Source: an optimization exercise on an open RTL-to-GDS flow (aim: small area). Production flows keep margins and buffers that such runs may drop. Only simulation tests tie the RTL to the original design; equivalence was not proved. Power and IR drop assume default switching activity.

==> design/flow/design.v <==
`timescale 1ns/1ps
package prize_pkg;
	localparam int GRID_COLS = 10;
	localparam int GRID_ROWS = 7;
	function automatic logic [1:0] level_map(input int layer, input int lvl,
			input int row, input int col);
		logic [1:0] k;
		k = 2'd0;
		if (layer == 0 && lvl == 0) begin
			if (row == 1 && (col == 1 || col == 2 || col == 3)) k = 2'd1;
			if (row == 2 && col == 7) k = 2'd2;
			if (row == 4 && (col == 0 || col == 9)) k = 2'd1;
			if (row == 4 && col == 5) k = 2'd2;
			if (row == 6 && (col == 2 || col == 3)) k = 2'd1;
		end else if (layer == 0 && lvl == 1) begin
			if (row == 0 && col == 9) k = 2'd2;
			if (row == 1) k = 2'd1;
			if (row == 3 && (col == 4 || col == 5)) k = 2'd1;
			if (row == 5 && col == 0) k = 2'd2;
			if (row == 5 && col == 8) k = 2'd1;
		end else if (layer == 1 && lvl == 0) begin
			if (row == 3 && col == 2) k = 2'd1;
			if (row == 4 && col == 5) k = 2'd1;
		end else if (layer == 1 && lvl == 1) begin
			if (row == 2 && col == 6) k = 2'd1;
		end
		level_map = k;
	endfunction
endpackage
`timescale 1ns/1ps
module grid_addresser (
	input  logic [4:0] cx,
	input  logic [4:0] cy,
	output logic [9:0] col,
	output logic [6:0] row
);
	always_comb begin
		for (int c = 0; c < 10; c++) col[c] = (cx == 5'(c));
		for (int r = 0; r < 7; r++) row[r] = (cy == 5'(r));
	end
endmodule
`timescale 1ns/1ps
module prize_layer (
	input  logic q,
	input  logic nrl,
	input  logic row,
	input  logic col,
	input  logic ld,
	output logic d
);
	assign d = (q && nrl) || (row && col) || ld;
endmodule
module prize_bit (
	input  logic q,
	input  logic nrl,
	input  logic row,
	input  logic col,
	output logic d
);
	assign d = (q && nrl) || (row && col);
endmodule
`timescale 1ns/1ps
module prize_mixer #(
	parameter int N = 10
) (
	input  logic [N-1:0] v,
	input  logic [N-1:0] sel,
	output logic         y
);
	assign y = |(v & sel);
endmodule
`timescale 1ns/1ps
module prize_field (
	input  logic        clk,
	input  logic        resetN,
	input  logic [10:0] pixel_x,
	input  logic [10:0] pixel_y,
	input  logic [10:0] player_x,
	input  logic [10:0] player_y,
	input  logic        prize_hit,
	input  logic        block_hit,
	input  logic [3:0]  hit_edge,
	input  logic        level,
	input  logic        next_level,
	input  logic        player_alive,
	input  logic [9:0]  random_bits,
	output logic        draw,
	output logic [2:0]  prize_kind,
	output logic [10:0] tile_left,
	output logic [10:0] tile_top,
	output logic [1:0]  color_variant
);
	localparam int ROWS = prize_pkg::GRID_ROWS;
	localparam int COLS = prize_pkg::GRID_COLS;
	logic rl;
	logic nrl;
	logic ld0;
	logic ld1;
	assign rl  = !resetN || next_level || !player_alive;
	assign nrl = !rl;
	assign ld0 = rl && !(resetN && level);
	assign ld1 = rl && resetN && level;
	logic [COLS-1:0] q_col;
	logic [ROWS-1:0] q_row;
	logic [ROWS-1:0] take_row;
	logic [ROWS-1:0] bump_row;
	grid_addresser player_addr (
		.cx  (player_x[10:6]),
		.cy  (player_y[10:6]),
		.col (q_col),
		.row (q_row)
	);
	assign take_row = {ROWS{prize_hit && nrl}} & q_row;
	assign bump_row = {ROWS{block_hit && (hit_edge == 4'b0100) && !prize_hit && nrl}} & q_row;
	logic [ROWS*COLS-1:0] l1;
	logic [ROWS*COLS-1:0] l1_d;
	logic [ROWS*COLS-1:0] t_any;
	logic [ROWS*COLS-1:0] t_gem;
	for (genvar r = 0; r < ROWS; r++) begin : g_row
		for (genvar c = 0; c < COLS; c++) begin : g_col
			localparam logic [1:0] K00 = prize_pkg::level_map(0, 0, r, c);
			localparam logic [1:0] K01 = prize_pkg::level_map(0, 1, r, c);
			localparam logic [1:0] K10 = prize_pkg::level_map(1, 0, r, c);
			localparam logic [1:0] K11 = prize_pkg::level_map(1, 1, r, c);
			localparam logic [1:0] KIND0 = K00 | K01;
			localparam int I = r * COLS + c;
			if (K10 != 2'd0) begin : g_l1_ld0
				prize_layer u_l1 (.q(l1[I]), .nrl(nrl), .row(bump_row[r]), .col(q_col[c]), .ld(ld0), .d(l1_d[I]));
			end else if (K11 != 2'd0) begin : g_l1_ld1
				prize_layer u_l1 (.q(l1[I]), .nrl(nrl), .row(bump_row[r]), .col(q_col[c]), .ld(ld1), .d(l1_d[I]));
			end else begin : g_l1
				prize_bit u_l1 (.q(l1[I]), .nrl(nrl), .row(bump_row[r]), .col(q_col[c]), .d(l1_d[I]));
			end
			if (KIND0 != 2'd0) begin : g_l0
				logic e0;
				logic e0_d;
				if (K00 == 2'd0) begin : g_ld0
					prize_layer u_e0 (.q(e0), .nrl(nrl), .row(take_row[r]), .col(q_col[c]), .ld(ld0), .d(e0_d));
				end else if (K01 == 2'd0) begin : g_ld1
					prize_layer u_e0 (.q(e0), .nrl(nrl), .row(take_row[r]), .col(q_col[c]), .ld(ld1), .d(e0_d));
				end else begin : g_both
					prize_bit u_e0 (.q(e0), .nrl(nrl), .row(take_row[r]), .col(q_col[c]), .d(e0_d));
				end
				always_ff @(posedge clk) e0 <= e0_d;
				assign t_any[I] = l1[I] || !e0;
				assign t_gem[I] = (KIND0 == 2'd2) && !e0;
			end else begin : g_no_l0
				assign t_any[I] = l1[I];
				assign t_gem[I] = 1'b0;
			end
		end
	end
	always_ff @(posedge clk) l1 <= l1_d;
	logic [COLS-1:0] p_col;
	logic [ROWS-1:0] p_row;
	logic [ROWS-1:0] row_any;
	logic [ROWS-1:0] row_gem;
	logic            a_any;
	logic            a_gem_d;
	grid_addresser pixel_addr (
		.cx  (pixel_x[10:6]),
		.cy  (pixel_y[10:6]),
		.col (p_col),
		.row (p_row)
	);
	for (genvar r = 0; r < ROWS; r++) begin : g_lookup
		prize_mixer #(.N(COLS)) u_any (.v(t_any[r*COLS +: COLS]), .sel(p_col), .y(row_any[r]));
		assign row_gem[r] = |(t_gem[r*COLS +: COLS] & p_col);
	end
	prize_mixer #(.N(ROWS)) u_any_r (.v(row_any), .sel(p_row), .y(a_any));
	assign a_gem_d = |(row_gem & p_row);
	logic [3:0] pc;
	logic [2:0] pr;
	logic [3:0] a_col, b_col, c_col;
	logic [2:0] a_row, b_row, c_row;
	logic       a_gem, b_gem, c_gem;
	logic [1:0] c_cv;
	assign pc = pixel_x[9:6];
	assign pr = pixel_y[8:6];
	always_ff @(posedge clk) begin
		a_col <= {pc[3] | !a_any, pc[2], pc[1] | !a_any, pc[0]};
		a_row <= pr;
		a_gem <= a_gem_d;
		b_col <= a_col;
		b_row <= a_row;
		b_gem <= a_gem;
		c_col <= b_col;
		c_row <= b_row;
		c_gem <= b_gem;
		c_cv  <= {random_bits[b_row], b_col[3] ? random_bits[{3'b100, b_col[0]}] : random_bits[b_col[2:0]]};
	end
	assign draw          = !(c_col[3] && (c_col[2] || c_col[1]));
	assign prize_kind    = {1'b0, c_gem, draw && !c_gem};
	assign tile_left     = {1'b0, c_col, 6'd0};
	assign tile_top      = {2'b00, c_row, 6'd0};
	assign color_variant = c_cv;
endmodule
==> design/flow/flow/run.sh <==
#!/bin/bash
# The standard layout (standard.sh), with three changes:
#  - synthesis maps the logic with an area-oriented ABC script (synth.tcl,
#    area.abc); flip-flops are mapped as in the standard synthesis;
#  - port buffers are buf_1;
#  - the clock tree uses small clock buffers and no dummy loads.
# Each make step's full log stays under orfs/logs/; the make output as a
# whole goes to make.log here.
set -euo pipefail
here=$(pwd)
export AREA_ABC_SCRIPT=$here/flow/area.abc
export BUFFER_PORTS_ARGS="-buffer_cell sky130_fd_sc_hd__buf_1"
export CTS_ARGS="-sink_clustering_enable -repair_clock_nets -dont_use_dummy_load -buf_list {sky130_fd_sc_hd__clkbuf_2 sky130_fd_sc_hd__clkbuf_4}"
bash standard.sh SYNTH_SCRIPT=$here/flow/synth.tcl finish > make.log 2>&1
==> design/flow/flow/area.abc <==
strash
dc2
&get -n
&dch -f
&nf -a -R 1000
&put
==> design/flow/flow/synth.tcl <==
# synth_recipe.tcl (the standard synthesis) with one change: ABC maps the
# logic for area with an area-recovering script, and only with the
# smallest drive strength of each cell (placement and timing repair
# resize where needed). Flip-flops are mapped before ABC runs, as before.
proc synth {args} { yosys synth -nofsm -noshare {*}$args }
proc abc {args} {
  set out {}
  set skip 0
  foreach a $args {
    if {$skip} { set skip 0; continue }
    if {$a eq "-script"} {
      set skip 1
      continue
    }
    lappend out $a
  }
  foreach p {_2 _3 _4 _6 _8 _12 _16} { lappend out -dont_use "*$p" }
  yosys abc -script $::env(AREA_ABC_SCRIPT) {*}$out
}
source $::env(SCRIPTS_DIR)/synth.tcl
# left out here: clear keep_hierarchy, flatten, clean up, hide names made inside functions, write 1_2_yosys.v
==> design/flow/standard.sh <==
#!/bin/bash
# synth_recipe.tcl (not shown) runs the flow's synth.tcl, then flattens the netlist and writes it again
# the make line also repeats each setting of config.mk as NAME=value (left out here)
make -C /OpenROAD-flow-scripts/flow DESIGN_CONFIG=/design/flow/config.mk WORK_HOME=/design/flow/orfs CLKGATE_MAP_FILE= SYNTH_SCRIPT=/design/flow/synth_recipe.tcl "${@:-finish}"
==> design/flow/config.mk <==
export PLATFORM = sky130hd
export DESIGN_NAME = prize_field
export DESIGN_NICKNAME = prize_field
export VERILOG_FILES = /design/flow/design.v
export SDC_FILE = /design/flow/constraint.sdc
export NUM_CORES = 4
export LEC_CHECK = 0
export CAP_MARGIN = 20
export CORE_MARGIN = 2
export CORE_UTILIZATION = 40
export GPL_TIMING_DRIVEN = 0
export SLEW_MARGIN = 20
==> design/flow/constraint.sdc <==
create_clock -name core_clock -period 5.0 [get_ports {clk}]
set_input_delay 1.0000 -clock core_clock [delete_from_list [all_inputs] [get_ports {clk}]]
set_output_delay 1.0000 -clock core_clock [all_outputs]
set_load 0.01 [all_outputs]
==> run summary, run 1 <==
=================================================================================
Outcome                                                              complete, no violations
Count of buffers inserted at the top-level ports                               52
Power Density                                                         298 nW/um^2
Hold violation count in the final report                                        0
Worst slack at placement                                                  1.27 ns
Remaining design rule violation count                                           0
Starting utilization of the core area                                       40.9%
Mean number of vias per cell                                                 5.55
Standard cell with the maximum stage delay on the critical path            nor3_1
Number of flops mapped to enable cells by yosys                                 0
Maximum cell stage delay along the critical path                          0.90 ns
Endpoint of the worst hold path                                          b_row[0]
Yosys top cell area share                                                   52.8%
CTS Hold Bufs                                                                   0
Antenna violations before repair                                                0
Clock group share of total power                                            28.7%
Cell count of the worst hold path                                               0
DIE AREA                                                              12,000 um^2
Hold crit path type                                                    reg -> reg
Slew at the pin closest to its max-slew limit                             1.17 ns
Worst Hold Launch                                                        a_row[0]
Final worst setup slack                                                   1.84 ns
Endpoints failing setup                                                         0
Critical Path, Cell by Cell                                          buf_1 -> or3b_1 -> nor3_1 -> o21ai_0 -> nand4_1 -> a21oi_1 -> nand4_1 -> a31oi_1 -> nand3_1 -> nand2b_1
Final min period                                                          3.16 ns
Relative slew margins                                                       21.3%
Cells after DPL                                                               698
Reg power frac                                                              63.7%
Kind of start point of the critical path                             primary input
Logic pwr share                                                              7.6%
Maximum number of pins on one net before global-route repair                   36
Netlist area before placement                                           4440 um^2
Summed area of non-filler cells in the final layout                     5100 um^2
Worst R2R End                                                            a_col[1]
Period Utilization, post-route                                              63.2%
Number of levels the H-tree was split into                                      4
Placer's final routability congestion estimate                              0.778
Cell taking the most area after synthesis                                 dfxtp_1
Ys async rst share                                                             0%
Number of buffers inserted during clock tree synthesis                         17
Antenna diode instance count                                                    0
DRC marker count from the first detailed-route iteration                      366
Most used DFF post-synth                                                  dfxtp_1
IR drop worst, VDD                                                       0.126 mV
Tot GR Track Use                                                            21.0%
Maxcap violations                                                               0
Worst hold margin                                                        0.328 ns
Number of detailed-route iterations in the first pass                           5
Flip-flop and latch count after synthesis                                     117
First-pass GRT wire length                                                18.6 mm
Fin Clk Skew                                                            0.0313 ns
Count of nets after finishing                                                 643
Std cell rows                                                                  38
Reg-to-Reg Start                                                     g_row[5].g_col[0].g_l0.e0
Upper clock frequency limit                                               316 MHz
Average instance area after synthesis                                   9.09 um^2
WL/cell                                                                   16.8 um
Setup Fix Bufs, Post-CTS                                                        0
Share of post-route cells with drive strength above 1                       7.64%
Width of the die                                                           109 um
CTS tree                                                                      yes
Sequential element share of the synthesized area                            52.8%
Antenna viol nets, final                                                        0
CP arrival                                                                3.55 ns
Root buffer selected by CTS                                              clkbuf_4
Internal portion of total power                                         0.00115 W
Die extent in y                                                            109 um
Unrepaired setup endpoints after global routing                                no
Number of gates resized after cts                                               0
Most used cell along the critical path                                    nand4_1
Sum of net half-perimeters after detailed placement                       8.29 mm
Switching Share                                                             23.9%
Leading cell types by total area after synthesis                     dfxtp_1 53%, o21ai_0 11%, nand2_1 7.4%
Gate count after technology mapping                                           488
Clock Pin Slew Worst Setup and Hold Paths                                 0.09 ns
Clock sinks                                                                   117
Source-to-sink clock delay at the later pin of the worst-skew pair        0.50 ns
Capturing element type of the critical path                              register
CORE AREA                                                             10,800 um^2
Leftover overflow at the end of global routing                                  0
# fillers                                                                   1,110
Placed Instance Area                                                    4960 um^2
Total via count in the routed design                                        3,977
Synth unique cells                                                             36
Area overhead of the layout relative to synthesis                           14.8%
Critical path peak fanout                                                       7
Required time at the worst-slack endpoint                                 5.39 ns
Number of max-slew violations in the final report                               0
R2r worst-path depth                                                            8
Switching component of the power                                       0.000363 W
Num ports                                                                      93
Vias in the first global route                                              3,519
Number of warnings issued by yosys                                              2
Minimum setup slack among reg-to-reg paths                                3.20 ns
Wire length reported by the detailed router                               12.0 mm
WS Path Type                                                            in -> reg
Buffer levels on the longest clock path                                         2
Number of cells in the finished layout apart from fillers                     716
Leakage power figure                                                      1.78 nW
=================================================================================
==> layout by cell type, fill, tap and decap left out, types with 7 or more instances in the layout <==
cell type,instances
a21oi_1,15
a221o_1,11
a222oi_1,12
buf_1,52
buf_4,17
clkbuf_4,17
clkinv_1,13
conb_1,16
dfxtp_1,117
nand2_1,87
nand2b_1,20
nand4_1,7
nor2_1,14
nor2b_1,7
nor3_1,8
o21ai_0,96
==> stage by stage <==
| step | utilization [%] | total power, W | TNS (ns) |
|---|---|---|---|
| 2_1_floorplan | - | 0.00105 | 0 |
| 3_3_place_gp | 44.9 | 0.00109 | -12.02 |
| 3_5_place_dp | 45.7 | 0.00110 | 0 |
| 4_1_cts | 46.9 | 0.00153 | 0 |
| 5_1_grt | 47.0 | 0.00159 | 0 |
| 6_report | 47.0 | 0.00152 | 0 |
==> kinds of logic (layout without fill, tap and decap cells) <==
group | Yosys count | in the layout | synth area share [%]
muxes | 4 | 4 | 1.64
AOI/OAI and AO/OA | 151 | 151 | 20.6
buffers and inverters | 30 | 103 | 3.98
and+or+nand+nor | 185 | 185 | 20.9
other | 1 | 16 | 0.0845
DFF | 117 | 117 | 52.8
==> synthesized netlist by cell type (2+ instances only) <==
cell type  instances
dfxtp_1          117
o21ai_0           96
nand2_1           87
nand2b_1          20
buf_4             17
a21oi_1           16
nor2_1            15
clkinv_1          13
a222oi_1          12
a221o_1           11
nor3_1            11
nand4_1            7
nor2b_1            7
a22oi_1            6
and3_1             6
nand3_1            5
or3_1              5
or3b_1             4
a221oi_1           3
nand3b_1           3
nand4b_1           3
nor3b_1            3
and4b_1            2
mux2i_1            2
mux4_1             2
nor4_1             2
nor4b_1            2
nor4bb_1           2
o22ai_1            2
==> worst max path at each step <==
stage	cells after the start	slack [ns]	to	startpoint
final	10	1.84	a_col[1]	pixel_x[7]
after global routing	10	1.78	a_col[1]	pixel_x[7]
after CTS	10	1.88	a_col[1]	pixel_x[7]
after detailed placement	10	1.27	a_col[1]	pixel_x[7]
after global placement	5	-0.60	g_row[1].g_col[7].g_l0.e0	resetN
after floorplan	4	1.06	g_row[0].g_col[9].g_l0.e0	player_alive
==> power by group through the flow <==
stage	Combinational (W)	Clock, W	Sequential, W
floorplan	0.0000645	0	0.000985
global placement	0.000105	0	0.000987
detailed placement	0.000114	0	0.000988
CTS	0.000114	0.000448	0.000967
global route	0.000128	0.000491	0.000970
finish	0.000115	0.000436	0.000967
==> layout make-up <==
| type | count | area, um^2 | area share (%) |
|---|---|---|---|
| clock buffers | 17 | 128 | 2.50 |
| plain buffers | 17 | 128 | 2.50 |
| flip-flops and latches | 117 | 2340 | 46.0 |
| inverters | 13 | 48.8 | 0.958 |
| repair buffers | 56 | 268 | 5.25 |
| multi-input cells | 356 | 2010 | 39.4 |
| well taps | 140 | 175 | 3.44 |
==> flip-flops by register name, indices dropped and copies added, names as in the netlist <==
register / cells
l1: 70
g_row.g_col.g_l0.e0: 21
a_col: 4
b_col: 4
c_col: 4
a_row: 3
b_row: 3
c_row: 3
c_cv: 2
a_gem: 1
b_gem: 1
c_gem: 1
==> metal layers <==
metal | global-route usage (%) | wire length, um | vias up | share of wire, %
li1 | - | - | 1919 | -
met1 | 28.5 | 5560 | 1855 | 46
met2 | 33.1 | 5300 | 181 | 44
met3 | 4.03 | 934 | 22 | 7.8
met4 | 8.05 | 236 | 0 | 2.0
met5 | 0 | 0 | - | 0
==> worst max-delay path, delay by kind of cell <==
family,cells,cell delay (ns)
compound gates,3,0.41
simple gates,6,1.90
buf+inv,1,0.24
==> inputs of run 2 (changes only) <==
--- a/design/flow/flow/run.sh
+++ b/design/flow/flow/run.sh
@@ -11,4 +11,4 @@
 export AREA_ABC_SCRIPT=$here/flow/area.abc
 export BUFFER_PORTS_ARGS="-buffer_cell sky130_fd_sc_hd__buf_1"
 export CTS_ARGS="-sink_clustering_enable -repair_clock_nets -dont_use_dummy_load -buf_list {sky130_fd_sc_hd__clkbuf_2 sky130_fd_sc_hd__clkbuf_4}"
-bash standard.sh SYNTH_SCRIPT=$here/flow/synth.tcl finish > make.log 2>&1
+bash standard.sh SYNTH_SCRIPT=$here/flow/synth.tcl SKIP_REPAIR_TIE_FANOUT=1 finish > make.log 2>&1
--- a/design/flow/config.mk
+++ b/design/flow/config.mk
@@ -7,6 +7,6 @@
 export LEC_CHECK = 0
 export CAP_MARGIN = 20
 export CORE_MARGIN = 2
-export CORE_UTILIZATION = 40
+export CORE_UTILIZATION = 55
 export GPL_TIMING_DRIVEN = 0
 export SLEW_MARGIN = 20
==> run 2 against run 1 <==
  * Register-to-register slack better by 0.02 ns
  * Clock power is 2% lower
  * Critical path depth did not move
  * Cell area fell by 1.9%
  * Power is 0.45% lower
  * Die area decreased by 26%
  * Critical path type unchanged
  * Critical endpoint unchanged
  * Largest cell class unchanged
==> run summary, run 2 <==
=====================================================================================
Cells after DPL                                                                   646   -7.4%
Vias in the first global route                                                  3,577   +1.6%
Starting utilization of the core area                                           57.1%   +16 points
Number of max-slew violations in the final report                                   0   unchanged
Number of cells in the finished layout apart from fillers                         664   -7.3%
DIE AREA                                                                    8800 um^2   -26%
Outcome                                                                  complete, no violations
Upper clock frequency limit                                                   336 MHz   +6.1%
CORE AREA                                                                   7770 um^2   -28%
Tot GR Track Use                                                                27.8%   +6.8 points
Slew at the pin closest to its max-slew limit                                 1.17 ns   -0.00261 ns
Leading cell types by total area after synthesis                         dfxtp_1 53%, o21ai_0 11%, nand2_1 7.4%
CP arrival                                                                    3.35 ns   -0.20 ns
CTS tree                                                                          yes
Hold crit path type                                                        reg -> reg
CTS Hold Bufs                                                                       0   unchanged
Number of gates resized after cts                                                   0   unchanged
Largest registers                                                        l1 (70), g_row.g_col.g_l0.e0 (21)
Leftover overflow at the end of global routing                                      0   unchanged
Hold violation count in the final report                                            0   unchanged
Number of flops mapped to enable cells by yosys                                     0   unchanged
Summed area of non-filler cells in the final layout                         5000 um^2   -1.9%
First-pass GRT wire length                                                    18.2 mm   -1.9%
WL/cell                                                                       17.5 um   +4.4%
Number of warnings issued by yosys                                                  2   unchanged
Placer's final routability congestion estimate                                  0.795   +2.3%
IR drop worst, VDD                                                           0.206 mV   +63%
Period Utilization, post-route                                                  59.6%   -3.6 points
Final min period                                                              2.98 ns   -0.181 ns
Wire length reported by the detailed router                                   11.7 mm   -3.2%
Average instance area after synthesis                                       9.09 um^2   unchanged
Die extent in y                                                               93.8 um   -14%
Num ports                                                                          93   unchanged
Largest register FFs                                                               70   unchanged
Maximum number of pins on one net before global-route repair                       39   +8.3%
Clock sinks                                                                       117   unchanged
Fin Clk Skew                                                                0.0267 ns   -0.00458 ns
Number of detailed-route iterations in the first pass                               6   +1
Cell taking the most area after synthesis                                     dfxtp_1
Flip-flop and latch count after synthesis                                         117   unchanged
Most frequent standard cell in the layout excluding fill and tap cells        dfxtp_1
Yosys top cell area share                                                       52.8%   unchanged
Ys async rst share                                                                 0%   unchanged
Total via count in the routed design                                            3,974   -0.075%
Antenna violations before repair                                                    1   +1
Kind of start point of the critical path                                 primary input
Gate count after technology mapping                                               488   unchanged
Width of the die                                                              93.8 um   -14%
Leakage power figure                                                          1.73 nW   -2.7%
Relative slew margins                                                           21.5%   +0.18 points
Maximum cell stage delay along the critical path                              0.91 ns   about the same
Root buffer selected by CTS                                                  clkbuf_4
Number of levels the H-tree was split into                                          4   unchanged
Placed Instance Area                                                        4860 um^2   -1.9%
Ranking of synthesized cells by instance count                           117 x dfxtp_1, 96 x o21ai_0, 87 x nand2_1, 20 x nand2b_1, 17 x buf_4
Standard cell with the maximum stage delay on the critical path                nor3_1
Worst hold margin                                                            0.326 ns   -0.00219 ns
Sequential element share of the synthesized area                                52.8%   unchanged
Area overhead of the layout relative to synthesis                               12.6%
Critical path peak fanout                                                           7   unchanged
DRC marker count from the first detailed-route iteration                          279   -24%
Sequential Area                                                             2340 um^2   unchanged
Area occupied by multi-input gates                                          1950 um^2   -2.8%
Unrepaired setup endpoints after global routing                                    no
Most frequent cells in the layout                                        117 x dfxtp_1, 96 x o21ai_0, 87 x nand2_1, 52 x buf_1, 20 x nand2b_1
Netlist area before placement                                               4440 um^2   unchanged
Power Density                                                             302 nW/um^2   +1.5%
Share of post-route cells with drive strength above 1                           7.84%   +0.20 points
Source-to-sink clock delay at the later pin of the worst-skew pair            0.50 ns   about the same
Clock Pin Slew Worst Setup and Hold Paths                                     0.08 ns   about the same
Number of buffers inserted during clock tree synthesis                             17   unchanged
Sum of net half-perimeters after detailed placement                           8.03 mm   -3.1%
Remaining design rule violation count                                               0   unchanged
Required time at the worst-slack endpoint                                     5.37 ns   -0.02 ns
Minimum setup slack among reg-to-reg paths                                    3.22 ns   +0.02 ns
Capturing element type of the critical path                                  register
Most numerous cell in the Yosys netlist                                       dfxtp_1
Biggest register                                                                   l1
Synth unique cells                                                                 36   unchanged
Count of buffers inserted at the top-level ports                                   52   unchanged
Antenna viol nets, final                                                            0   unchanged
Setup Fix Bufs, Post-CTS                                                            0   unchanged
Std cell rows                                                                      32   -16%
WS Path Type                                                                in -> reg
Maxcap violations                                                                   0   unchanged
# fillers                                                                         710   -36%
Mean number of vias per cell                                                     5.98   +7.7%
Critical Path, Cell by Cell                                              buf_1 -> nand3b_1 -> nor3_1 -> o21ai_0 -> and3_1 -> nand4_1 -> and4b_1 -> a31oi_1 -> nand3_1 -> nand2b_1
Buffer levels on the longest clock path                                             2   unchanged
Count of nets after finishing                                                     628   -2.3%
Endpoints failing setup                                                             0   unchanged
Most used DFF post-synth                                                      dfxtp_1
=====================================================================================
[run 2: per-stage QoR]
stage / setup TNS, ns / total power (W) / util (%) / setup slack (ns)
after floorplan: 0 / 0.00105 / - / 1.06
after global placement: -11.22 / 0.00109 / 61.3 / -0.560
after detailed placement: 0 / 0.00110 / 62.6 / 1.39
after global routing: 0 / 0.00157 / 64.3 / 1.95
final: 0 / 0.00151 / 64.3 / 2.02
after CTS: 0 / 0.00152 / 64.2 / 1.90
[run 2: final cells by class]
class	count	share of cell area [%]
Buffer	17	2.55
Clock buffer	17	2.55
Antenna cell	1	0.0501
Multi-Input combinational cell	341	39.0
Inverter	13	0.976
Tap cell	102	2.55
Timing Repair Buffer	56	5.41
Sequential cell	117	46.9
[run 2: path summary, 6_finish.rpt]
check / from / end / cells after the start
setup / recovery: pixel_x[7] / a_col[1] / 10
hold / removal: a_gem / b_gem / 0
setup reg to reg: l1[58] / a_col[1] / 8
hold reg to reg: a_gem / b_gem / 0
[run 2: layer usage]
layer	share of wire, %	GRT usage (%)	vias to the layer above
met3	8.3	6.98	23
met2	45	43.7	192
met4	2.7	12.2	0
met1	44	36.2	1841
li1	-	-	1918
met5	0	0	-
[run 2: power breakdown]
part | total [W] | leakage, nW | internal [W] | switching [W]
Clock | 0.000429 | 0.0782 | 0.000155 | 0.000274
Sequential | 0.000967 | 0.956 | 0.000953 | 0.0000137
Combinational | 0.000115 | 0.699 | 0.0000465 | 0.0000687
Total | 0.00151 | 1.73 | 0.00115 | 0.000356
[run 2: critical path, delay by kind of cell]
kind                   cells  cell delay, ns
AND/OR/NAND/NOR            7            1.86
AO/OA/AOI/OAI              2            0.27
buffers and inverters      1            0.23
[run 2: logic make-up after synthesis]
logic type             after synthesis  share of synthesized area [%]
AO/OA/AOI/OAI                      151                           20.6
buffers and inverters               30                           3.98
flip-flops                         117                           52.8
multiplexers                         4                           1.64
other                                1                         0.0845
AND/OR/NAND/NOR                    185                           20.9
==> inputs of run 3 (changes only) <==
--- a/design/flow/flow/run.sh
+++ b/design/flow/flow/run.sh
@@ -8,6 +8,7 @@
 # whole goes to make.log here.
 set -euo pipefail
 here=$(pwd)
+export SYNTH_INSBUF=0
 export AREA_ABC_SCRIPT=$here/flow/area.abc
 export BUFFER_PORTS_ARGS="-buffer_cell sky130_fd_sc_hd__buf_1"
 export CTS_ARGS="-sink_clustering_enable -repair_clock_nets -dont_use_dummy_load -buf_list {sky130_fd_sc_hd__clkbuf_2 sky130_fd_sc_hd__clkbuf_4}"
==> run 3 against run 2 <==
  * Still clean on timing, DRC and antenna
  * First-iteration DRC count up 26%
  * Setup slack worse by 0.085 ns
  * Non-clock buffer count down 19
  * Die area down 2.8%
  * Sequential share of layout area up 1.5 points
  * Fmax down 2.8%
  * Clock skew down 0.0045 ns
  * Critical path type unchanged
  * Highest routed layer unchanged
==> run summary, run 3 <==
=====================================================================================
Outcome                                                                  complete, no violations
Endpoints failing setup                                                             0   unchanged
Gate count after technology mapping                                               471   -3.5%
Placed Instance Area                                                        4710 um^2   -3.1%
Upper clock frequency limit                                                   326 MHz   -2.8%
Worst Hold Launch                                                               a_gem
Largest register FFs                                                               70   unchanged
Minimum setup slack among reg-to-reg paths                                    3.16 ns   -0.06 ns
Total via count in the routed design                                            3,833   -3.5%
Tot GR Track Use                                                                28.4%   +0.61 points
Endpoint of the worst hold path                                                 b_gem
Antenna violations before repair                                                    0   -1
Most used DFF post-synth                                                      dfxtp_1
Maxcap violations                                                                   0   unchanged
Hold crit path type                                                        reg -> reg
Switching component of the power                                           0.000355 W   -0.44%
WS Path Type                                                                in -> reg
Logic pwr share                                                                  6.9%   -0.7 points
Number of cells in the finished layout apart from fillers                         644   -3.0%
CTS Hold Bufs                                                                       0   unchanged
DIE AREA                                                                    8560 um^2   -2.8%
Ys async rst share                                                                 0%   unchanged
Period Utilization, post-route                                                  61.3%   +1.7 points
CP arrival                                                                    3.46 ns   +0.11 ns
CORE AREA                                                                   7650 um^2   -1.5%
Clock group share of total power                                                28.7%   +0.3 points
Starting utilization of the core area                                           56.4%   -0.77 points
Sequential element share of the synthesized area                                54.3%   +1.6 points
Cells after DPL                                                                   627   -2.9%
Antenna diode instance count                                                        0   -1
Mean number of vias per cell                                                     5.95   -0.55%
Most numerous cell in the Yosys netlist                                       dfxtp_1
Buffer levels on the longest clock path                                             2   unchanged
Number of max-slew violations in the final report                                   0   unchanged
Num ports                                                                          93   unchanged
Reg-to-Reg Start                                                               l1[58]
Placer's final routability congestion estimate                                  0.798   +0.42%
Kind of start point of the critical path                                 primary input
Number of flops mapped to enable cells by yosys                                     0   unchanged
Cell taking the most area after synthesis                                     dfxtp_1
Leading cell types by total area after synthesis                         dfxtp_1 54%, o21ai_0 11%, nand2_1 7.6%
Number of levels the H-tree was split into                                          4   unchanged
Netlist area before placement                                               4310 um^2   -2.9%
Leftover overflow at the end of global routing                                      0   unchanged
Switching Share                                                                 23.6%   +0.069 points
Std cell rows                                                                      32   unchanged
Number of detailed-route iterations in the first pass                               6   unchanged
Internal portion of total power                                             0.00115 W   -0.82%
Die extent in y                                                               92.5 um   -1.4%
Relative slew margins                                                           23.9%   +2.4 points
Largest registers                                                        l1 (70), g_row.g_col.g_l0.e0 (21)
Biggest register                                                                   l1
Antenna viol nets, final                                                            0   unchanged
IR drop worst, VDD                                                           0.204 mV   -0.96%
Flip-flop and latch count after synthesis                                         117   unchanged
Capturing element type of the critical path                                  register
Slew at the pin closest to its max-slew limit                                 1.13 ns   -0.0351 ns
CTS tree                                                                          yes
Fin Clk Skew                                                                0.0222 ns   -0.00448 ns
Summed area of non-filler cells in the final layout                         4840 um^2   -3.1%
Worst R2R End                                                                a_col[1]
Maximum number of pins on one net before global-route repair                       38   -2.6%
Power Density                                                             310 nW/um^2   +2.4%
Share of post-route cells with drive strength above 1                           4.80%   -3.0 points
DRC marker count from the first detailed-route iteration                          352   +26%
Cell count of the worst hold path                                                   0   unchanged
Leakage power figure                                                          1.63 nW   -6.1%
Average instance area after synthesis                                       9.15 um^2   +0.63%
Count of nets after finishing                                                     609   -3.0%
Clock Pin Slew Worst Setup and Hold Paths                                     0.10 ns   +0.02 ns
Unrepaired setup endpoints after global routing                                    no
Count of buffers inserted at the top-level ports                                   52   unchanged
Root buffer selected by CTS                                                  clkbuf_4
Final worst setup slack                                                       1.94 ns   -0.0854 ns
Area overhead of the layout relative to synthesis                               12.4%
Source-to-sink clock delay at the later pin of the worst-skew pair            0.50 ns   about the same
Remaining design rule violation count                                               0   unchanged
Sum of net half-perimeters after detailed placement                           7.91 mm   -1.5%
Worst slack at placement                                                      1.35 ns   -0.0387 ns
Number of gates resized after cts                                                   0   unchanged
Hold violation count in the final report                                            0   unchanged
Setup Fix Bufs, Post-CTS                                                            0   unchanged
Clock sinks                                                                       117   unchanged
Width of the die                                                              92.5 um   -1.4%
Synth unique cells                                                                 35   -2.8%
Final min period                                                              3.06 ns   +0.0854 ns
First-pass GRT wire length                                                    18.1 mm   -0.53%
Yosys top cell area share                                                       54.3%   +1.6 points
Reg power frac                                                                  64.4%   +0.4 points
Critical path peak fanout                                                           7   unchanged
Required time at the worst-slack endpoint                                     5.39 ns   +0.02 ns
Vias in the first global route                                                  3,476   -2.8%
Most frequent cells in the layout                                        117 x dfxtp_1, 96 x o21ai_0, 87 x nand2_1, 52 x buf_1, 20 x nand2b_1
Number of warnings issued by yosys                                                  2   unchanged
R2r worst-path depth                                                                8   unchanged
WL/cell                                                                       18.0 um   +2.7%
Most frequent standard cell in the layout excluding fill and tap cells        dfxtp_1
Ranking of synthesized cells by instance count                           117 x dfxtp_1, 96 x o21ai_0, 87 x nand2_1, 20 x nand2b_1, 16 x a21oi_1
Number of buffers inserted during clock tree synthesis                             17   unchanged
Wire length reported by the detailed router                                   11.6 mm   -0.36%
=====================================================================================
-- run 3: per-layer routing --
metal | vias to the layer above | global-route usage [%] | share of wire, %
li1 | 1871 | - | -
met1 | 1798 | 38.6 | 46
met2 | 148 | 44.2 | 46
met3 | 16 | 7.89 | 6.7
met4 | 0 | 8.46 | 1.2
met5 | - | 0 | 0
-- run 3: logic make-up after synthesis --
| group | share of synthesized area (%) |
|---|---|
| other | 0.0870 |
| buffers and inverters | 1.13 |
| flip-flops | 54.3 |
| AO/OA/AOI/OAI | 21.2 |
| multiplexers | 1.68 |
| AND/OR/NAND/NOR | 21.5 |
-- run 3: worst max-delay path by stage --
stage / cells past startpoint / endpoint / from / slack, ns
after global placement: 5 / g_row[3].g_col[4].g_l0.e0 / resetN / -0.56
after global routing: 10 / a_col[3] / pixel_x[7] / 1.85
after floorplan: 4 / g_row[0].g_col[9].g_l0.e0 / player_alive / 1.06
after detailed placement: 10 / a_col[1] / pixel_x[9] / 1.35
final: 9 / a_col[1] / pixel_x[7] / 1.94
after CTS: 10 / a_col[1] / pixel_x[9] / 1.87
-- run 3: worst max-delay path, stage by stage --
cell	delay [ns]
buf_1	0.26
or3b_1	0.40
nor3_1	0.87
o21ai_0	0.27
nand4_1	0.20
and4b_1	0.21
a31oi_1	0.04
nand3_1	0.14
nand2b_1	0.06
-- run 3: area by class of cell --
type,count,area [um^2]
clock buffer,17,128
timing repair buffer,54,243
multi-input combinational,341,1960
fill,679,2800
tap,102,128
inverter,13,48.8
sequential,117,2340
-- run 3: stage by stage --
stage	TNS [ns]	utilization [%]	power, W	hold WS, ns
3_3_place_gp	-12.79	60.6	0.00108	0.310
3_5_place_dp	0	61.6	0.00109	0.312
5_1_grt	0	63.4	0.00157	0.315
4_1_cts	0	63.3	0.00151	0.306
6_report	0	63.4	0.00150	0.306
2_1_floorplan	0	-	0.00104	0.310
-- run 3: power by group through the flow --
| stage | sequential, W | clock [W] | combinational, W |
|---|---|---|---|
| 5_1_grt | 0.000969 | 0.000482 | 0.000115 |
| 2_1_floorplan | 0.000985 | 0 | 0.0000552 |
| 4_1_cts | 0.000965 | 0.000438 | 0.000103 |
| 6_report | 0.000966 | 0.000430 | 0.000104 |
| 3_3_place_gp | 0.000986 | 0 | 0.0000956 |
| 3_5_place_dp | 0.000987 | 0 | 0.000102 |
==> inputs of run 4 (changes only) <==
--- a/design/flow/config.mk
+++ b/design/flow/config.mk
@@ -5,8 +5,8 @@
 export SDC_FILE = /design/flow/constraint.sdc
 export NUM_CORES = 4
 export LEC_CHECK = 0
-export CAP_MARGIN = 20
+export CAP_MARGIN = 0
 export CORE_MARGIN = 2
 export CORE_UTILIZATION = 55
 export GPL_TIMING_DRIVEN = 0
-export SLEW_MARGIN = 20
+export SLEW_MARGIN = 0
==> run 4 against run 3 <==
  * Setup slack worse by 0.19 ns
  * Register-to-register slack better by 0.08 ns
  * Largest cell class unchanged
  * Power up 0.12%
  * Sequential power about the same
  * Critical endpoint unchanged
  * Cell area down 0.44%
  * Sequential share of layout area up 0.21 points
  * Hold slack better by 0.022 ns
  * Largest power group unchanged
  * Die area unchanged
  * Global-route usage up 0.074 points
==> run summary, run 4 <==
=====================================================================================
Summed area of non-filler cells in the final layout                         4820 um^2   -0.44%
Area occupied by multi-input gates                                          1930 um^2   -1.5%
Required time at the worst-slack endpoint                                     5.40 ns   about the same
Starting utilization of the core area                                           56.4%   unchanged
Worst R2R End                                                                a_col[1]
Biggest register                                                                   l1
Placed Instance Area                                                        4690 um^2   -0.50%
Ys async rst share                                                                 0%   unchanged
Sum of net half-perimeters after detailed placement                           7.92 mm   +0.18%
Mean number of vias per cell                                                     5.98   +0.42%
Most used DFF post-synth                                                      dfxtp_1
CP arrival                                                                    3.66 ns   +0.20 ns
CTS tree                                                                          yes
Power Density                                                             311 nW/um^2   +0.56%
Remaining design rule violation count                                               0   unchanged
Gate count after technology mapping                                               471   unchanged
Flip-flop and latch count after synthesis                                         117   unchanged
Clock sinks                                                                       117   unchanged
Number of max-slew violations in the final report                                   0   unchanged
Leftover overflow at the end of global routing                                      0   unchanged
Clock Pin Slew Worst Setup and Hold Paths                                     0.09 ns   about the same
Sequential Area                                                             2340 um^2   unchanged
End of the critical path                                                     a_col[1]
Average instance area after synthesis                                       9.15 um^2   unchanged
Hold violation count in the final report                                            0   unchanged
Slew at the pin closest to its max-slew limit                                 1.38 ns   +0.248 ns
Largest registers                                                        l1 (70), g_row.g_col.g_l0.e0 (21)
Maximum cell stage delay along the critical path                              0.94 ns   +0.07 ns
Number of flops mapped to enable cells by yosys                                     0   unchanged
Vias in the first global route                                                  3,542   +1.9%
Number of detailed-route iterations in the first pass                               6   unchanged
Post-route setup TNS                                                             0 ns   unchanged
Family of cells with the greatest summed delay on the critical path      simple AND/OR/NAND/NOR gates
Most numerous cell in the Yosys netlist                                       dfxtp_1
Most frequent standard cell in the layout excluding fill and tap cells        dfxtp_1
Largest register FFs                                                               70   unchanged
Netlist area before placement                                               4310 um^2   unchanged
Relative slew margins                                                           7.23%   -17 points
Logic pwr share                                                                  6.9%   about the same
Critical Path, Cell by Cell                                              buf_1 -> or3b_1 -> nor3_1 -> a222oi_1 -> and3_1 -> nand4_1 -> and4b_1 -> a31oi_1 -> nand3_1 -> nand2b_1
Kind of start point of the critical path                                 primary input
Setup Fix Bufs, Post-CTS                                                            0   unchanged
# fillers                                                                         684   +0.74%
Yosys top cell area share                                                       54.3%   unchanged
IR drop worst, VDD                                                           0.169 mV   -17%
Reg power frac                                                                  64.3%   about the same
Placer's final routability congestion estimate                                  0.798   unchanged
Antenna diode instance count                                                        0   unchanged
Root buffer selected by CTS                                                  clkbuf_4
Period Utilization, post-route                                                  65.2%   +3.9 points
Launching element of the worst setup path                                  pixel_x[6]
Minimum setup slack among reg-to-reg paths                                    3.24 ns   +0.08 ns
Leading cell types by total area after synthesis                         dfxtp_1 54%, o21ai_0 11%, nand2_1 7.6%
Outcome                                                                  complete, no violations
Source-to-sink clock delay at the later pin of the worst-skew pair            0.50 ns   about the same
Reg-to-Reg Start                                                               l1[58]
Unrepaired setup endpoints after global routing                                    no
Synth unique cells                                                                 35   unchanged
Tot GR Track Use                                                                28.4%   +0.074 points
Maximum number of pins on one net before global-route repair                       38   unchanged
Leakage power figure                                                          1.63 nW   about the same
Std cell rows                                                                      32   unchanged
Number of gates resized after cts                                                   0   unchanged
Count of buffers inserted at the top-level ports                                   52   unchanged
Ranking of synthesized cells by instance count                           117 x dfxtp_1, 96 x o21ai_0, 87 x nand2_1, 20 x nand2b_1, 16 x a21oi_1
CORE AREA                                                                   7650 um^2   unchanged
WS Path Type                                                                in -> reg
CTS Hold Bufs                                                                       0   unchanged
Worst Hold Launch                                                            a_row[1]
Critical path peak fanout                                                           7   unchanged
Capturing element type of the critical path                                  register
Share of post-route cells with drive strength above 1                           3.87%   -0.93 points
Area overhead of the layout relative to synthesis                               11.9%
Internal portion of total power                                             0.00115 W   about the same
DRC marker count from the first detailed-route iteration                          270   -23%
Design Power                                                                0.00150 W   +0.12%
Fin Clk Skew                                                                0.0256 ns   +0.00342 ns
Buffer levels on the longest clock path                                             2   unchanged
Antenna viol nets, final                                                            0   unchanged
Switching component of the power                                           0.000356 W   +0.50%
Most frequent cells in the layout                                        117 x dfxtp_1, 96 x o21ai_0, 87 x nand2_1, 52 x buf_1, 20 x nand2b_1
Num ports                                                                          93   unchanged
Number of buffers inserted during clock tree synthesis                             17   unchanged
Cell taking the most area after synthesis                                     dfxtp_1
Clock group share of total power                                                28.8%   about the same
Hold crit path type                                                        reg -> reg
Antenna violations before repair                                                    0   unchanged
Endpoints failing setup                                                             0   unchanged
Upper clock frequency limit                                                   307 MHz   -6.0%
WL/cell                                                                       18.0 um   -0.13%
Die extent in y                                                               92.5 um   unchanged
Number of levels the H-tree was split into                                          4   unchanged
Total via count in the routed design                                            3,855   +0.57%
Maxcap violations                                                                   0   unchanged
R2r worst-path depth                                                                8   unchanged
Number of warnings issued by yosys                                                  2   unchanged
Width of the die                                                              92.5 um   unchanged
Switching Share                                                                 23.7%   +0.089 points
Count of nets after finishing                                                     610   +0.16%
First-pass GRT wire length                                                    18.3 mm   +0.84%
Final min period                                                              3.26 ns   +0.194 ns
Sequential element share of the synthesized area                                54.3%   unchanged
Wire length reported by the detailed router                                   11.6 mm   about the same
Total number of cells along the worst setup path                                   10   +1
Number of buffers and inverters on the critical path                                1   unchanged
DIE AREA                                                                    8560 um^2   unchanged
Final core utilization                                                          63.1%   -0.28 points
Standard cell with the maximum stage delay on the critical path                nor3_1
=====================================================================================
-- run 4: worst min-delay path by stage --
stage	cells after the start	end	slack, ns
detailed placement	0	b_col[1]	0.31
CTS	0	b_row[1]	0.33
floorplan	0	b_col[0]	0.31
finish	0	b_row[1]	0.33
global route	0	b_col[0]	0.33
global placement	0	b_row[0]	0.31
-- run 4: layout make-up --
| cell class | count | share of cell area (%) |
|---|---|---|
| Sequential cell | 117 | 48.6 |
| Multi-Input combinational cell | 341 | 39.9 |
| Timing Repair Buffer | 55 | 5.19 |
| Clock buffer | 17 | 2.65 |
| Tap cell | 102 | 2.65 |
| Inverter | 13 | 1.01 |
-- run 4: logic make-up (layout without fill, tap and decap cells) --
group	Yosys count	after routing	share of synthesized area [%]
muxes	4	4	1.68
DFF	117	117	54.3
and+or+nand+nor	185	185	21.5
buffers and inverters	13	85	1.13
AOI/OAI and AO/OA	151	151	21.2
other	1	1	0.0870
-- run 4: per-stage QoR --
stage | cells | worst slack [ns] | hold slack [ns]
floorplan | 471 | 1.06 | 0.310
global placement | 625 | -0.555 | 0.310
detailed placement | 627 | 1.19 | 0.312
CTS | 644 | 1.73 | 0.328
global route | 645 | 1.60 | 0.335
finish | 645 | 1.74 | 0.327
-- run 4: routing by layer --
| layer | vias up | wire length (um) | GRT usage [%] |
|---|---|---|---|
| met2 | 169 | 5280 | 44.2 |
| met5 | - | 0 | 0 |
| met1 | 1782 | 5230 | 38.2 |
| li1 | 1878 | - | - |
| met3 | 26 | 860 | 7.97 |
| met4 | 0 | 246 | 9.83 |
-- run 4: worst reg2reg max path, stage by stage, from the launching register on --
cell and delay, ns:
dfxtp_1 0.32, nand2b_1 0.14, a222oi_1 0.35, nand3_1 0.15
a221oi_1 0.25, nor2_1 0.07, a311oi_1 0.22, nand3_1 0.13
nand2b_1 0.09
-- run 4: power groups by stage --
| stage | clock network [W] | logic (W) | registers (W) |
|---|---|---|---|
| after floorplan | 0 | 0.0000552 | 0.000985 |
| after global placement | 0 | 0.0000956 | 0.000986 |
| final | 0.000433 | 0.000103 | 0.000966 |
| after CTS | 0.000440 | 0.000102 | 0.000966 |
| after global routing | 0.000481 | 0.000114 | 0.000968 |
| after detailed placement | 0 | 0.000101 | 0.000987 |
==> inputs of run 5 (changes only) <==
--- a/design/flow/flow/run.sh
+++ b/design/flow/flow/run.sh
@@ -9,6 +9,8 @@
 set -euo pipefail
 here=$(pwd)
 export SYNTH_INSBUF=0
+# Keep timing repair from picking very large cells.
+export DONT_USE_CELLS="sky130_fd_sc_hd__buf_12 sky130_fd_sc_hd__buf_16 sky130_fd_sc_hd__buf_6 sky130_fd_sc_hd__buf_8 sky130_fd_sc_hd__bufbuf_16 sky130_fd_sc_hd__bufbuf_8 sky130_fd_sc_hd__bufinv_16 sky130_fd_sc_hd__bufinv_8 sky130_fd_sc_hd__clkbuf_16 sky130_fd_sc_hd__clkbuf_8 sky130_fd_sc_hd__clkinv_16 sky130_fd_sc_hd__clkinv_8 sky130_fd_sc_hd__ebufn_8 sky130_fd_sc_hd__einvn_8 sky130_fd_sc_hd__einvp_8 sky130_fd_sc_hd__inv_12 sky130_fd_sc_hd__inv_16 sky130_fd_sc_hd__inv_6 sky130_fd_sc_hd__inv_8 sky130_fd_sc_hd__mux2_8 sky130_fd_sc_hd__nand2_8 sky130_fd_sc_hd__nor2_8 "
 export AREA_ABC_SCRIPT=$here/flow/area.abc
 export BUFFER_PORTS_ARGS="-buffer_cell sky130_fd_sc_hd__buf_1"
 export CTS_ARGS="-sink_clustering_enable -repair_clock_nets -dont_use_dummy_load -buf_list {sky130_fd_sc_hd__clkbuf_2 sky130_fd_sc_hd__clkbuf_4}"
==> run 5 against run 4 <==
  * Still clean
  * Clock power is essentially flat
  * Largest cell class unchanged
  * Combinational power is essentially flat
  * Fmax is the same
  * Setup slack is the same
==> run summary, run 5 <==
=================================================================================================================
Average instance area after synthesis                                                                   9.15 um^2   unchanged
R2r worst-path depth                                                                                            8   unchanged
Final core utilization                                                                                      63.1%   unchanged
Area share of xor/xnor cells in the synthesized design                                                         0%   unchanged
Hold crit path type                                                                                    reg -> reg
IR drop worst, VDD                                                                                       0.169 mV   unchanged
Synth unique cells                                                                                             35   unchanged
Met2 global-route usage                                                                                     44.2%   unchanged
Total number of cells along the worst setup path                                                               10   unchanged
DIE AREA                                                                                                8560 um^2   unchanged
Switching component of the power                                                                       0.000356 W   unchanged
Remaining design rule violation count                                                                           0   unchanged
Share of synthesized area spent on multiplexers                                                             1.68%   unchanged
Wire length reported by the detailed router                                                               11.6 mm   unchanged
Yosys top cell area share                                                                                   54.3%   unchanged
DRC marker count from the first detailed-route iteration                                                      270   unchanged
Count of buffers inserted at the top-level ports                                                               52   unchanged
Outcome                                                                                              complete, no violations
Most frequent standard cell in the layout excluding fill and tap cells                                    dfxtp_1
Maximum cell stage delay along the critical path                                                          0.94 ns   about the same
Logic pwr share                                                                                              6.9%   about the same
Final min period                                                                                          3.26 ns   unchanged
Period Utilization, post-route                                                                              65.2%   unchanged
Kind of start point of the critical path                                                             primary input
GR met3 Demand/Resource                                                                                     7.97%   unchanged
Post-route setup TNS                                                                                         0 ns   unchanged
Worst R2R End                                                                                            a_col[1]
Area overhead of the layout relative to synthesis                                                           11.9%   unchanged
Required time at the worst-slack endpoint                                                                 5.40 ns   about the same
First-pass GRT wire length                                                                                18.3 mm   unchanged
Critical Path, Cell by Cell                                                                          buf_1 -> or3b_1 -> nor3_1 -> a222oi_1 -> and3_1 -> nand4_1 -> and4b_1 -> a31oi_1 -> nand3_1 -> nand2b_1
Arithmetic-cell share of the synthesized area counting full adders, half adders and majority gates             0%   unchanged
Number of detailed-route iterations in the first pass                                                           6   unchanged
Mean number of vias per cell                                                                                 5.98   unchanged
Endpoints failing setup                                                                                         0   unchanged
Number of warnings issued by yosys                                                                              2   unchanged
WL/cell                                                                                                   18.0 um   unchanged
Netlist area before placement                                                                           4310 um^2   unchanged
Placer's final routability congestion estimate                                                              0.798   unchanged
Number of flops mapped to enable cells by yosys                                                                 0   unchanged
Antenna diode instance count                                                                                    0   unchanged
Cell taking the most area after synthesis                                                                 dfxtp_1
Largest family of logic cells by synthesized area                                                    simple AND/OR/NAND/NOR gates
Peak-usage layer in the global routing report                                                                met2
Number of buffers and inverters on the critical path                                                            1   unchanged
Number of buffers inserted during clock tree synthesis                                                         17   unchanged
Gate count after technology mapping                                                                           471   unchanged
Clock sinks                                                                                                   117   unchanged
Launching element of the worst setup path                                                              pixel_x[6]
Leftover overflow at the end of global routing                                                                  0   unchanged
Total via count in the routed design                                                                        3,855   unchanged
Family of cells with the greatest summed delay on the critical path                                  simple AND/OR/NAND/NOR gates
Reg power frac                                                                                              64.3%   about the same
Largest register FFs                                                                                           70   unchanged
Synth Area in Simple Gates                                                                                  21.5%   unchanged
Vias in the first global route                                                                              3,542   unchanged
Largest registers                                                                                    l1 (70), g_row.g_col.g_l0.e0 (21)
Root buffer selected by CTS                                                                              clkbuf_4
Upper clock frequency limit                                                                               307 MHz   unchanged
Maximum number of pins on one net before global-route repair                                                   38   unchanged
Capturing element type of the critical path                                                              register
CP arrival                                                                                                3.66 ns   about the same
CTS tree                                                                                                      yes
Share of post-route cells with drive strength above 1                                                       3.87%   unchanged
Antenna violations before repair                                                                                0   unchanged
Leakage power figure                                                                                      1.63 nW   unchanged
Design Power                                                                                            0.00150 W   unchanged
Relative slew margins                                                                                       7.23%   unchanged
Slew at the pin closest to its max-slew limit                                                             1.38 ns   unchanged
Tot GR Track Use                                                                                            28.4%   unchanged
End of the critical path                                                                                 a_col[1]
Fin Clk Skew                                                                                            0.0256 ns   unchanged
Std cell rows                                                                                                  32   unchanged
Sum of net half-perimeters after detailed placement                                                       7.92 mm   unchanged
Standard cell with the maximum stage delay on the critical path                                            nor3_1
Hold violation count in the final report                                                                        0   unchanged
CORE AREA                                                                                               7650 um^2   unchanged
Most numerous cell in the Yosys netlist                                                                   dfxtp_1
Die extent in y                                                                                           92.5 um   unchanged
Switching Share                                                                                             23.7%   unchanged
Count of nets after finishing                                                                                 610   unchanged
Number of max-slew violations in the final report                                                               0   unchanged
Unrepaired setup endpoints after global routing                                                                no
Clock Pin Slew Worst Setup and Hold Paths                                                                 0.09 ns   about the same
Leading cell types by total area after synthesis                                                     dfxtp_1 54%, o21ai_0 11%, nand2_1 7.6%
Sequential element share of the synthesized area                                                            54.3%   unchanged
Starting utilization of the core area                                                                       56.4%   unchanged
Global Route met1 Usage                                                                                     38.2%   unchanged
Number of gates resized after cts                                                                               0   unchanged
Flip-flop and latch count after synthesis                                                                     117   unchanged
CTS Hold Bufs                                                                                                   0   unchanged
Critical path peak fanout                                                                                       7   unchanged
Most frequent cells in the layout                                                                    117 x dfxtp_1, 96 x o21ai_0, 87 x nand2_1, 52 x buf_1, 20 x nand2b_1
Power Density                                                                                         311 nW/um^2   unchanged
Clock group share of total power                                                                            28.8%   about the same
Ys async rst share                                                                                             0%   unchanged
Most used DFF post-synth                                                                                  dfxtp_1
WS Path Type                                                                                            in -> reg
Setup Fix Bufs, Post-CTS                                                                                        0   unchanged
Biggest register                                                                                               l1
Number of levels the H-tree was split into                                                                      4   unchanged
Source-to-sink clock delay at the later pin of the worst-skew pair                                        0.50 ns   about the same
Reg-to-Reg Start                                                                                           l1[58]
Num ports                                                                                                      93   unchanged
Internal portion of total power                                                                         0.00115 W   unchanged
Antenna viol nets, final                                                                                        0   unchanged
Buffer levels on the longest clock path                                                                         2   unchanged
Complex-gate fraction of the synthesized area                                                               21.2%   unchanged
Maxcap violations                                                                                               0   unchanged
Minimum setup slack among reg-to-reg paths                                                                3.24 ns   about the same
Worst hold margin                                                                                        0.327 ns   unchanged
Ranking of synthesized cells by instance count                                                       117 x dfxtp_1, 96 x o21ai_0, 87 x nand2_1, 20 x nand2b_1, 16 x a21oi_1
Width of the die                                                                                          92.5 um   unchanged
# fillers                                                                                                     684   unchanged
=================================================================================================================
==> run 5: area by class of cell <==
cell class / count / area, um^2 / share of cell area (%)
sequential: 117 / 2340 / 48.6
multi-input combinational: 341 / 1930 / 39.9
timing repair buffer: 55 / 250 / 5.19
clock buffer: 17 / 128 / 2.65
tap: 102 / 128 / 2.65
inverter: 13 / 48.8 / 1.01
==> run 5: power groups by stage <==
stage	logic, W	registers [W]	clock network, W
final	0.000103	0.000966	0.000433
after global routing	0.000114	0.000968	0.000481
after CTS	0.000102	0.000966	0.000440
after detailed placement	0.000101	0.000987	0
after global placement	0.0000956	0.000986	0
after floorplan	0.0000552	0.000985	0
==> run 5: per-layer routing <==
metal | part of all wire [%] | wire length, um
met1 | 45 | 5230
met2 | 45 | 5280
met3 | 7.4 | 860
met4 | 2.1 | 246
met5 | 0 | 0
==> run 5: worst min-delay path by stage <==
stage                   from  endpoint  slack (ns)  cells past startpoint
finish              a_row[1]  b_row[1]        0.33                      0
detailed placement  a_col[1]  b_col[1]        0.31                      0
CTS                 a_row[1]  b_row[1]        0.33                      0
global placement    a_row[0]  b_row[0]        0.31                      0
floorplan           a_col[0]  b_col[0]        0.31                      0
global route        a_col[0]  b_col[0]        0.33                      0
==> run 5: logic make-up after synthesis <==
| family | count (synthesis) |
|---|---|
| flip-flops | 117 |
| other | 1 |
| AND/OR/NAND/NOR | 185 |
| multiplexers | 4 |
| AO/OA/AOI/OAI | 151 |
| buffers and inverters | 13 |
==> run 5: metrics by stage <==
| step | setup slack [ns] | instances | area (um^2) |
|---|---|---|---|
| after floorplan | 1.06 | 471 | 4310 |
| after global placement | -0.555 | 625 | 4640 |
| after detailed placement | 1.19 | 627 | 4690 |
| after CTS | 1.73 | 644 | 4820 |
| after global routing | 1.60 | 645 | 4820 |
| final | 1.74 | 645 | 4820 |
==> inputs of run 6 (changes only) <==
==> design/flow/flow/run.sh (replaced) <==
#!/bin/bash
# The standard layout (standard.sh), with three changes:
#  - synthesis maps the logic with an area-oriented ABC script (synth.tcl,
#    area.abc); flip-flops are mapped as in the standard synthesis;
#  - port buffers are buf_1;
#  - the clock tree uses small clock buffers and no dummy loads.
# Each make step's full log stays under orfs/logs/; the make output as a
# whole goes to make.log here.
set -euo pipefail
here=$(pwd)
export SYNTH_INSBUF=0
# Keep timing repair from picking very large cells.
export DONT_USE_CELLS="sky130_fd_sc_hd__buf_12 sky130_fd_sc_hd__buf_16 sky130_fd_sc_hd__buf_6 sky130_fd_sc_hd__buf_8 sky130_fd_sc_hd__bufbuf_16 sky130_fd_sc_hd__bufbuf_8 sky130_fd_sc_hd__bufinv_16 sky130_fd_sc_hd__bufinv_8 sky130_fd_sc_hd__clkbuf_16 sky130_fd_sc_hd__clkbuf_8 sky130_fd_sc_hd__clkinv_16 sky130_fd_sc_hd__clkinv_8 sky130_fd_sc_hd__ebufn_8 sky130_fd_sc_hd__einvn_8 sky130_fd_sc_hd__einvp_8 sky130_fd_sc_hd__inv_12 sky130_fd_sc_hd__inv_16 sky130_fd_sc_hd__inv_6 sky130_fd_sc_hd__inv_8 sky130_fd_sc_hd__mux2_8 sky130_fd_sc_hd__nand2_8 sky130_fd_sc_hd__nor2_8  sky130_fd_sc_hd__a2111o_4 sky130_fd_sc_hd__a2111oi_4 sky130_fd_sc_hd__a211o_4 sky130_fd_sc_hd__a211oi_4 sky130_fd_sc_hd__a21bo_4 sky130_fd_sc_hd__a21boi_4 sky130_fd_sc_hd__a21o_4 sky130_fd_sc_hd__a21oi_4 sky130_fd_sc_hd__a221o_4 sky130_fd_sc_hd__a221oi_4 sky130_fd_sc_hd__a22o_4 sky130_fd_sc_hd__a22oi_4 sky130_fd_sc_hd__a2bb2o_4 sky130_fd_sc_hd__a2bb2oi_4 sky130_fd_sc_hd__a311o_4 sky130_fd_sc_hd__a311oi_4 sky130_fd_sc_hd__a31o_4 sky130_fd_sc_hd__a31oi_4 sky130_fd_sc_hd__a32o_4 sky130_fd_sc_hd__a32oi_4 sky130_fd_sc_hd__a41o_4 sky130_fd_sc_hd__a41oi_4 sky130_fd_sc_hd__and2_4 sky130_fd_sc_hd__and2b_4 sky130_fd_sc_hd__and3_4 sky130_fd_sc_hd__and3b_4 sky130_fd_sc_hd__and4_4 sky130_fd_sc_hd__and4b_4 sky130_fd_sc_hd__and4bb_4 sky130_fd_sc_hd__clkinv_4 sky130_fd_sc_hd__clkinvlp_4 sky130_fd_sc_hd__dfrtp_4 sky130_fd_sc_hd__dfstp_4 sky130_fd_sc_hd__dfxtp_4 sky130_fd_sc_hd__dlclkp_4 sky130_fd_sc_hd__dlrtn_4 sky130_fd_sc_hd__dlrtp_4 sky130_fd_sc_hd__dlxtn_4 sky130_fd_sc_hd__ebufn_4 sky130_fd_sc_hd__einvn_4 sky130_fd_sc_hd__einvp_4 sky130_fd_sc_hd__fa_4 sky130_fd_sc_hd__ha_4 sky130_fd_sc_hd__inv_4 sky130_fd_sc_hd__maj3_4 sky130_fd_sc_hd__mux2_4 sky130_fd_sc_hd__mux2i_4 sky130_fd_sc_hd__mux4_4 sky130_fd_sc_hd__nand2_4 sky130_fd_sc_hd__nand2b_4 sky130_fd_sc_hd__nand3_4 sky130_fd_sc_hd__nand3b_4 sky130_fd_sc_hd__nand4_4 sky130_fd_sc_hd__nand4b_4 sky130_fd_sc_hd__nand4bb_4 sky130_fd_sc_hd__nor2_4 sky130_fd_sc_hd__nor2b_4 sky130_fd_sc_hd__nor3_4 sky130_fd_sc_hd__nor3b_4 sky130_fd_sc_hd__nor4_4 sky130_fd_sc_hd__nor4b_4 sky130_fd_sc_hd__nor4bb_4 sky130_fd_sc_hd__o2111a_4 sky130_fd_sc_hd__o2111ai_4 sky130_fd_sc_hd__o211a_4 sky130_fd_sc_hd__o211ai_4 sky130_fd_sc_hd__o21a_4 sky130_fd_sc_hd__o21ai_4 sky130_fd_sc_hd__o21ba_4 sky130_fd_sc_hd__o21bai_4 sky130_fd_sc_hd__o221a_4 sky130_fd_sc_hd__o221ai_4 sky130_fd_sc_hd__o22a_4 sky130_fd_sc_hd__o22ai_4 sky130_fd_sc_hd__o2bb2a_4 sky130_fd_sc_hd__o2bb2ai_4 sky130_fd_sc_hd__o311a_4 sky130_fd_sc_hd__o311ai_4 sky130_fd_sc_hd__o31a_4 sky130_fd_sc_hd__o31ai_4 sky130_fd_sc_hd__o32a_4 sky130_fd_sc_hd__o32ai_4 sky130_fd_sc_hd__o41a_4 sky130_fd_sc_hd__o41ai_4 sky130_fd_sc_hd__or2_4 sky130_fd_sc_hd__or2b_4 sky130_fd_sc_hd__or3_4 sky130_fd_sc_hd__or3b_4 sky130_fd_sc_hd__or4_4 sky130_fd_sc_hd__or4b_4 sky130_fd_sc_hd__or4bb_4 sky130_fd_sc_hd__sdfrtp_4 sky130_fd_sc_hd__sdfstp_4 sky130_fd_sc_hd__sdfxtp_4 sky130_fd_sc_hd__sdlclkp_4 sky130_fd_sc_hd__sedfxtp_4 sky130_fd_sc_hd__xnor2_4 sky130_fd_sc_hd__xnor3_4 sky130_fd_sc_hd__xor2_4 sky130_fd_sc_hd__xor3_4 "
export AREA_ABC_SCRIPT=$here/flow/area.abc
export BUFFER_PORTS_ARGS="-buffer_cell sky130_fd_sc_hd__buf_1"
export CTS_ARGS="-sink_clustering_enable -repair_clock_nets -dont_use_dummy_load -buf_list {sky130_fd_sc_hd__clkbuf_2 sky130_fd_sc_hd__clkbuf_4}"
bash standard.sh SYNTH_SCRIPT=$here/flow/synth.tcl SKIP_REPAIR_TIE_FANOUT=1 finish > make.log 2>&1
==> run 6 against run 5 <==
  * Cell count did not move
  * Wire length did not move
  * Largest cell class unchanged
  * Setup slack did not move
  * Still clean on timing, DRC and antenna
  * Core utilization did not move
  * Hold slack did not move
==> run summary, run 6 <==
=====================================================================================
Outcome                                                                  complete, no violations
Number of max-slew violations in the final report                                   0   unchanged
Share of synthesized area spent on multiplexers                                 1.68%   unchanged
Worst R2R End                                                                a_col[1]
Worst Hold Launch                                                            a_row[1]
Yosys top cell area share                                                       54.3%   unchanged
Tot GR Track Use                                                                28.4%   unchanged
Largest registers                                                        l1 (70), g_row.g_col.g_l0.e0 (21)
Complex-gate fraction of the synthesized area                                   21.2%   unchanged
Slew at the pin closest to its max-slew limit                                 1.38 ns   unchanged
Kind of start point of the critical path                                 primary input
Total via count in the routed design                                            3,855   unchanged
R2r worst-path depth                                                                8   unchanged
Reg-to-Reg Start                                                               l1[58]
Share of post-route cells with drive strength above 1                           3.87%   unchanged
Placer's final routability congestion estimate                                  0.798   unchanged
Cell taking the most area after synthesis                                     dfxtp_1
Mean number of vias per cell                                                     5.98   unchanged
Hold crit path type                                                        reg -> reg
CP arrival                                                                    3.66 ns   about the same
Count of buffers inserted at the top-level ports                                   52   unchanged
Summed area of non-filler cells in the final layout                         4820 um^2   unchanged
Final min period                                                              3.26 ns   unchanged
Maxcap violations                                                                   0   unchanged
Sequential element share of the synthesized area                                54.3%   unchanged
Antenna violations before repair                                                    0   unchanged
Endpoints failing setup                                                             0   unchanged
Std cell rows                                                                      32   unchanged
First-pass GRT wire length                                                    18.3 mm   unchanged
Biggest register                                                                   l1
Upper clock frequency limit                                                   307 MHz   unchanged
WL/cell                                                                       18.0 um   unchanged
Leading cell types by total area after synthesis                         dfxtp_1 54%, o21ai_0 11%, nand2_1 7.6%
CTS tree                                                                          yes
Clock Pin Slew Worst Setup and Hold Paths                                     0.09 ns   about the same
Starting utilization of the core area                                           56.4%   unchanged
Number of levels the H-tree was split into                                          4   unchanged
Area share of xor/xnor cells in the synthesized design                             0%   unchanged
Critical path peak fanout                                                           7   unchanged
Die extent in y                                                               92.5 um   unchanged
Synth Area in Simple Gates                                                      21.5%   unchanged
Number of gates resized after cts                                                   0   unchanged
DRC marker count from the first detailed-route iteration                          270   unchanged
Most used DFF post-synth                                                      dfxtp_1
CTS Hold Bufs                                                                       0   unchanged
Largest family of logic cells by synthesized area                        simple AND/OR/NAND/NOR gates
Post-route setup TNS                                                             0 ns   unchanged
Remaining design rule violation count                                               0   unchanged
Synth unique cells                                                                 35   unchanged
Relative slew margins                                                           7.23%   unchanged
Final worst setup slack                                                       1.74 ns   unchanged
Num ports                                                                          93   unchanged
Ranking of synthesized cells by instance count                           117 x dfxtp_1, 96 x o21ai_0, 87 x nand2_1, 20 x nand2b_1, 16 x a21oi_1
Cell count of the worst hold path                                                   0   unchanged
Source-to-sink clock delay at the later pin of the worst-skew pair            0.50 ns   about the same
Buffer levels on the longest clock path                                             2   unchanged
Placed Instance Area                                                        4690 um^2   unchanged
CORE AREA                                                                   7650 um^2   unchanged
Wire length reported by the detailed router                                   11.6 mm   unchanged
Netlist area before placement                                               4310 um^2   unchanged
Root buffer selected by CTS                                                  clkbuf_4
Most frequent standard cell in the layout excluding fill and tap cells        dfxtp_1
Number of buffers inserted during clock tree synthesis                             17   unchanged
Most frequent cells in the layout                                        117 x dfxtp_1, 96 x o21ai_0, 87 x nand2_1, 52 x buf_1, 20 x nand2b_1
WS Path Type                                                                in -> reg
Number of flops mapped to enable cells by yosys                                     0   unchanged
Ys async rst share                                                                 0%   unchanged
Maximum number of pins on one net before global-route repair                       38   unchanged
Antenna diode instance count                                                        0   unchanged
Number of detailed-route iterations in the first pass                               6   unchanged
Most numerous cell in the Yosys netlist                                       dfxtp_1
=====================================================================================
## run 6: area by class of cell
| cell class | instances | area [um^2] |
|---|---|---|
| fillers | 684 | 2820 |
| flip-flops and latches | 117 | 2340 |
| multi-input cells | 341 | 1930 |
| repair buffers | 55 | 250 |
| clock buffers | 17 | 128 |
| well taps | 102 | 128 |
| inverters | 13 | 48.8 |
## run 6: worst max-delay path, cell delays in order
cell	delay, ns
buf_1	0.20
or3b_1	0.39
nor3_1	0.94
a222oi_1	0.28
and3_1	0.25
nand4_1	0.13
and4b_1	0.21
a31oi_1	0.05
nand3_1	0.15
nand2b_1	0.06
## run 6: stage by stage
step | power [W] | cells | hold slack [ns] | utilization (%)
2_1_floorplan | 0.00104 | 471 | 0.310 | -
3_3_place_gp | 0.00108 | 625 | 0.310 | 60.6
3_5_place_dp | 0.00109 | 627 | 0.312 | 61.3
4_1_cts | 0.00151 | 644 | 0.328 | 63.0
5_1_grt | 0.00156 | 645 | 0.335 | 63.1
6_report | 0.00150 | 645 | 0.327 | 63.1
## run 6: routing by layer
| layer | GRT usage [%] | part of all wire (%) | wire [um] |
|---|---|---|---|
| met3 | 7.97 | 7.4 | 860 |
| met5 | 0 | 0 | 0 |
| met2 | 44.2 | 45 | 5280 |
| met1 | 38.2 | 45 | 5230 |
| met4 | 9.83 | 2.1 | 246 |
## run 6: worst max-delay path by stage
stage,start,end,slack (ns)
2_1_floorplan,player_alive,g_row[0].g_col[9].g_l0.e0,1.06
3_3_place_gp,resetN,g_row[3].g_col[4].g_l0.e0,-0.56
3_5_place_dp,pixel_x[6],a_col[1],1.19
4_1_cts,pixel_x[6],a_col[1],1.73
5_1_grt,pixel_x[6],a_col[1],1.60
6_report,pixel_x[6],a_col[1],1.74
## run 6: kinds of logic after synthesis
logic type	Yosys count
other	1
buffers and inverters	13
flip-flops	117
AND/OR/NAND/NOR	185
multiplexers	4
AO/OA/AOI/OAI	151
## run 6: power breakdown
| group | switching [W] | internal [W] |
|---|---|---|
| Clock | 0.000278 | 0.000155 |
| Combinational | 0.0000658 | 0.0000372 |
| Sequential | 0.0000127 | 0.000953 |
| Total | 0.000356 | 0.00115 |

Check on run 6: ideal ports give 1.741 ns setup slack; a clkbuf_16 on the clock port and buf_2 on the inputs give 1.738 ns; moving port delays by the midpoint clock arrival (0.524 ns) as well gives 1.214 ns.
